Source: an optimization exercise on an open RTL-to-GDS flow (aim: small area, a short achievable clock period and few clock cycles per item). Production flows keep margins and buffers that such runs may drop. Function was checked by simulation only, so behaviour that the tests miss may differ from the original.

Design sad_disparity_core, start of the top module:
module sad_disparity_core #(
    parameter int CAMERA_HSIZE   = 100,
    parameter int CAMERA_VSIZE   = 100,
    parameter int PIXEL_WIDTH    = 8,
    parameter int MAX_DISP       = 16,
    parameter int WIN_SIZE       = 5,
    parameter int BUF_ADDR_WIDTH = 32,
    parameter int DISP_WIDTH     = 4,
    localparam int COST_WIDTH    = PIXEL_WIDTH + $clog2(WIN_SIZE) + 1
) (
    input  logic                      clk,
    input  logic                      rst_n,
    input  logic                      frame_start,
    output logic [BUF_ADDR_WIDTH-1:0] buf_raddr,
    output logic                      buf_rready,
    input  logic                      buf_rvalid,
    input  logic [PIXEL_WIDTH-1:0]    buf_rdata_l,
    input  logic [PIXEL_WIDTH-1:0]    buf_rdata_r,
    output logic [DISP_WIDTH-1:0]     disp_out,
    output logic                      disp_valid,
    input  logic                      disp_ready,
    output logic                      sad_done
);
Size in the first run: roughly 3,500 cells after synthesis, ~570 flip-flops, ~60 I/O pins, ~0.040 mm2 of cells after synthesis.
export LEC_CHECK = 0
export CAP_MARGIN = 20
export CORE_MARGIN = 2
export CORE_UTILIZATION = 60
export CTS_BUF_LIST = sky130_fd_sc_hd__clkbuf_8
export SLEW_MARGIN = 20
create_clock -name core_clock -period 30.0 [get_ports {clk}]
standard.sh (not shown) runs the stock make flow with config.mk's settings and CLKGATE_MAP_FILE= SYNTH_SCRIPT=/design/flow/synth_recipe.tcl, a recipe that flattens the netlist after the stock synthesis.
==> flow/flow/run.sh <==
#!/bin/bash
# The standard layout (standard.sh, all ORFS steps unchanged) with one difference:
# the buffers that global placement puts on every input and output port are
# sky130_fd_sc_hd__buf_2 instead of the delay cell buffer_ports picks by default.
# make's full output goes to standard.log; each ORFS step keeps its own log under orfs/logs.
set -euo pipefail
export BUFFER_PORTS_ARGS="-buffer_cell sky130_fd_sc_hd__buf_2"
bash standard.sh > standard.log 2>&1
Testbench counts at the start, summed over its fixed seeds: cycles 120,164, pixels 120,000.
Then changed:
==> flow/flow/run.sh (replaced) <==
#!/bin/bash
# The standard layout (standard.sh, all ORFS steps unchanged) with one difference:
# the buffers that global placement puts on every input and output port are
# sky130_fd_sc_hd__buf_4 instead of the delay cell buffer_ports picks by default.
# make's full output goes to standard.log; each ORFS step keeps its own log under orfs/logs.
set -euo pipefail
export BUFFER_PORTS_ARGS="-buffer_cell sky130_fd_sc_hd__buf_4"
bash standard.sh > standard.log 2>&1
CORE_UTILIZATION = 40   (was 60)
CTS_BUF_LIST = not set   (was sky130_fd_sc_hd__clkbuf_8)
CTS_CLUSTER_DIAMETER = 70   (was not set)
CTS_CLUSTER_SIZE = 24   (was not set)
SLEW_MARGIN = 80   (was 20)
The changed run produced a clean layout.
Register-to-register slack improved by 0.29 ns.
Critical path depth is unchanged.
Core utilization shrinks by 17 points.
Design area grows by 11%.
Non-clock buffer count grows by 200.
Then changed:
==> flow/flow/run.sh (replaced) <==
#!/bin/bash
# The standard layout (standard.sh, all ORFS steps unchanged) with one difference:
# the buffers that global placement puts on every input and output port are
# sky130_fd_sc_hd__buf_2 instead of the delay cell buffer_ports picks by default.
# make's full output goes to standard.log; each ORFS step keeps its own log under orfs/logs.
set -euo pipefail
export BUFFER_PORTS_ARGS="-buffer_cell sky130_fd_sc_hd__buf_2"
bash standard.sh > standard.log 2>&1
CORE_UTILIZATION = 60   (was 40)
SLEW_MARGIN = 20   (was 80)
Outcome: Flip-flop and latch count does not change; wire length came out lower by 1.5%; worst setup slack gets better by 0.037 ns; core utilization came out higher by 16 points; fmax came out higher by 0.51%; register-to-register slack gets worse by 0.31 ns; design area came out lower by 11%.
Then changed:
==> flow/flow/run.sh (replaced) <==
#!/bin/bash
# The standard layout (standard.sh, all ORFS steps unchanged) with one difference:
# the buffers that global placement puts on every input and output port are
# sky130_fd_sc_hd__buf_4 instead of the delay cell buffer_ports picks by default.
# make's full output goes to standard.log; each ORFS step keeps its own log under orfs/logs.
set -euo pipefail
export BUFFER_PORTS_ARGS="-buffer_cell sky130_fd_sc_hd__buf_4"
bash standard.sh > standard.log 2>&1
Die area does not change.
Cell area hardly moves.
Then changed:
CORE_UTILIZATION = 40   (was 60)
SLEW_MARGIN = 60   (was 20)
Effect:
- The new run ran to the end with no violations
- cell area went up by a few percent
- worst setup slack is worse by 0.038 ns
- maximum frequency goes down slightly
- critical path depth is unchanged
- die area rose by well over a third
- count of clock-buffer cells in the layout goes up by 2
- non-clock buffer count increases by 30
- area after synthesis is unchanged
- sequential share of layout area came out lower by 0.91 points

port drivers added, routing unchanged:
The flow's constraints put no driver on any port. The routed layouts listed below were extracted and timed again, unchanged, in two steps. Step 1 assumes that a clkbuf_16 drives the clock port and a buf_2 every other input. Step 2 adds t to the input delays and takes it off the output delays; t is the mean of the earliest and latest rising clock arrival at the registers after step 1. Input paths then give back, and output paths get back, about the clock's delay inside the block. Three values: no drivers, after step 1, after step 2; two values: the first two.
| run | t, ns | slack for setup (ns) | latest minus earliest clock arrival (ns) | cell pins on the clock port's net |
|---|---|---|---|---|
| the first run | 0.768 | 22.645 / 22.588 / 22.651 | 0.061 / 0.061 | 1 |
| the second run | 0.695 | 22.713 / 22.649 / 22.864 | 0.024 / 0.024 | 1 |
| the third run | 0.670 | 22.750 / 22.682 / 22.665 | 0.054 / 0.054 | 1 |
| the fourth run | 0.677 | 22.746 / 22.679 / 22.662 | 0.046 / 0.047 | 1 |
| the fifth run | 0.704 | 22.709 / 22.647 / 22.778 | 0.062 / 0.062 | 1 |
After both steps setup and hold are still met in every run listed. The setup slack of the third run, which loses most, moves by -0.068 ns with the drivers and by -0.085 ns with both steps.
